This is an optimization exercise on Yosys and OpenROAD, whose aim is a short achievable clock period and few clock cycles per item, not a production implementation. Where RTL was checked, it was by simulation tests only, not by an equivalence proof against the original. No activity file was given, so power comes from the tool's default toggle rates.

Design csma_ca_mac_controller, start of the top module:
module csma_ca_mac_controller #(
  parameter int SUB_SLOTS = csma_pkg::SUB_SLOTS_DEF
) (
  input  logic                             clk,
  input  logic                             rst,
  input  logic                             in_valid,
  output logic                             in_ready,
  input  logic [csma_pkg::KIND_W-1:0]      kind,
  input  logic [csma_pkg::MED_W-1:0]       medium_req,
  input  logic                             fcs_ok,
  input  logic                             for_us,
  input  logic                             frame_is_ack,
  input  logic                             dest_broadcast,
  input  logic                             dest_multicast,
  input  logic [csma_pkg::ADDR_W-1:0]      source_address,
  input  logic [csma_pkg::DRAW_W-1:0]      random_draw,
  output logic                             out_valid,
  input  logic                             out_ready,
  output logic [csma_pkg::ACT_W-1:0]       action,
  output logic [csma_pkg::MST_W-1:0]       mac_state,
  output logic [csma_pkg::ADDR_W-1:0]      ack_destination,
  output logic                             want_frame,
  input  logic                             cfg_valid,
  output logic                             cfg_ready,
  input  logic [csma_pkg::CFG_IDX_W-1:0]   cfg_index,
  input  logic [csma_pkg::CFG_DATA_W-1:0]  cfg_data
);
Size in the first run: about 770 flip-flops, roughly 42000 um^2 of cells after synthesis.
==> flow/config.mk <==
export PLATFORM = sky130hd
export DESIGN_NAME = csma_ca_mac_controller
export DESIGN_NICKNAME = csma_ca_mac_controller
export VERILOG_FILES = /design/flow/design.v
export SDC_FILE = /design/flow/constraint.sdc
export NUM_CORES = 4
export LEC_CHECK = 0
export ABC_CLOCK_PERIOD_IN_PS = 3000
export CAP_MARGIN = 20
export CORE_MARGIN = 2
export CORE_UTILIZATION = 40
export CTS_CLUSTER_DIAMETER = 100
export CTS_CLUSTER_SIZE = 25
export SLEW_MARGIN = 20
==> flow/constraint.sdc <==
create_clock -name core_clock -period 11.0 [get_ports {clk}]
set_input_delay 2.2000 -clock core_clock [delete_from_list [all_inputs] [get_ports {clk}]]
set_output_delay 2.2000 -clock core_clock [all_outputs]
set_load 0.01 [all_outputs]
standard.sh (not shown) runs the stock make flow with config.mk's settings and CLKGATE_MAP_FILE= SYNTH_SCRIPT=/design/flow/synth_recipe.tcl, a recipe that flattens the netlist after the stock synthesis.
==> flow/flow/run.sh <==
#!/bin/bash
# Standard layout, with the timing repair aiming further below the clock period.
set -e
export SETUP_SLACK_MARGIN=8
bash standard.sh > standard_flow.log 2>&1
Testbench counts at the start, summed over its fixed seeds: cycles 16,197, events 16,000.
Next try:
--- a/flow/design.v
+++ b/flow/design.v
@@ -573,22 +573,25 @@
       end
       gg = gn; pp = pn;
     end
     ks_addx = p ^ {gg[XW-2:0], 1'b0};
   endfunction
   function automatic logic [KW-1:0] red8cs(input logic [SW-1:0] a, input logic [SW-1:0] b,
                                            input int d);
-    logic [XW-1:0] x, y, z, t;
+    logic [XW-1:0] x, y, z;
+    logic [XW-1:0] t [0:8];
     logic [KW-1:0] res;
-    res = '0;
     for (int m = 0; m < 8; m++) begin
       x = XW'(a); y = XW'(b); z = XW'(-(m * d));
-      t = ks_addx(x ^ y ^ z, ((x & y) | (x & z) | (y & z)) << 1);
-      if (!t[XW-1]) res = t[KW-1:0];
+      t[m] = ks_addx(x ^ y ^ z, ((x & y) | (x & z) | (y & z)) << 1);
     end
+    t[8] = '1;   
+    res = '0;
+    for (int m = 0; m < 8; m++)
+      res = res | ({KW{!t[m][XW-1] && t[m + 1][XW-1]}} & t[m][KW-1:0]);
     red8cs = res;
   endfunction
   logic [DW:0]    trial;
   logic [DW-1:0]  r_next, r_fast;
   always_comb begin
     trial = {r, q[csma_pkg::DRAW_W-1]};
     if (trial >= {1'b0, d_r}) r_next = DW'(trial - {1'b0, d_r});
Effect: The new run completed with no timing, DRC or antenna violations. Power goes down by 4.5%. Setup slack is worse by 0.063 ns. Clock skew goes down by 0.030 ns. Final cell count goes down by about 1.1%. First-iteration DRC count goes up by 7.3%. Cell area goes down by 1.9%. Die area goes down by 1.2%.
Only the layout flow was run in the second run of this note; the RTL was not checked for function there.

--- another note on this design; it stands on its own ---

main:
// csma_ca_mac_controller
module csma_ca_mac_controller #(
  parameter int SUB_SLOTS = csma_pkg::SUB_SLOTS_DEF
) (
  input  logic                             clk,
  input  logic                             rst,
  input  logic                             in_valid,
  output logic                             in_ready,
  input  logic [csma_pkg::KIND_W-1:0]      kind,
  input  logic [csma_pkg::MED_W-1:0]       medium_req,
  input  logic                             fcs_ok,
  input  logic                             for_us,
  input  logic                             frame_is_ack,
  input  logic                             dest_broadcast,
  input  logic                             dest_multicast,
  input  logic [csma_pkg::ADDR_W-1:0]      source_address,
  input  logic [csma_pkg::DRAW_W-1:0]      random_draw,
  output logic                             out_valid,
  input  logic                             out_ready,
  output logic [csma_pkg::ACT_W-1:0]       action,
  output logic [csma_pkg::MST_W-1:0]       mac_state,
  output logic [csma_pkg::ADDR_W-1:0]      ack_destination,
  output logic                             want_frame,
  input  logic                             cfg_valid,
  output logic                             cfg_ready,
  input  logic [csma_pkg::CFG_IDX_W-1:0]   cfg_index,
  input  logic [csma_pkg::CFG_DATA_W-1:0]  cfg_data
);
export LEC_CHECK = 0
export ABC_CLOCK_PERIOD_IN_PS = 3000
export CAP_MARGIN = 20
export CORE_MARGIN = 2
export CORE_UTILIZATION = 60
export CTS_CLUSTER_DIAMETER = 100
export CTS_CLUSTER_SIZE = 25
export SLEW_MARGIN = 20
create_clock -name core_clock -period 11.0 [get_ports {clk}]
standard.sh (not shown) runs the stock make flow with config.mk's settings and CLKGATE_MAP_FILE= SYNTH_SCRIPT=/design/flow/synth_recipe.tcl, a recipe that flattens the netlist after the stock synthesis.
==> flow/flow/run.sh <==
#!/bin/bash
# Standard layout, with the timing repair aiming further below the clock period.
set -e
export SETUP_SLACK_MARGIN=8
bash standard.sh > standard_flow.log 2>&1
main reached the end of the flow, and the finished layout is clean on the timing, DRC and antenna checks.
--- input diff main..the feature branch ---
- changing CORE_UTILIZATION from 60 to 40
[summary]
- The feature branch vs main: post-route fraction of the period consumed by the critical path down in the feature branch
- Detail-routed net length per standard cell in the feature branch is 1.7 µm below main.
- Side by side, length in cells of the worst reg-to-reg path turned out lower in the feature branch than in main.
- The feature branch: largest fanout on the critical path 5 above main
- The feature branch and main ended up with roughly the same post-route cell area.
No functional check of the RTL was part of any run of this note.

what the ideal ports hide:
The flow's constraints put no driver on any port. The routed layouts listed below were extracted and timed again, unchanged, in two steps.
Step 1, drivers: a clkbuf_16 drives clk and a buf_2 each remaining input, both assumed.
Step 2 adds t to the input delays and takes it off the output delays; t is the mean of the earliest and latest rising clock arrival at the registers after step 1. Input paths then give back, and output paths get back, about the clock's delay inside the block.
Slacks: ideal ports / drivers / drivers and shift; pairs: ideal ports / drivers.
run	shift t [ns]	setup WS [ns]	latest minus earliest clock arrival (ns)
the first run of note 1	0.724	7.661 / 7.583 / 7.172	0.068 / 0.068
the second run of note 1	0.691	7.598 / 7.598 / 7.251	0.040 / 0.040
main	0.671	7.455 / 7.386 / 6.926	0.019 / 0.019
the feature branch	0.680	7.569 / 7.546 / 6.969	0.045 / 0.045
After both steps every run listed still meets setup and hold. The setup slack of the feature branch, which loses most, moves by -0.023 ns with the drivers and by -0.600 ns with both steps.
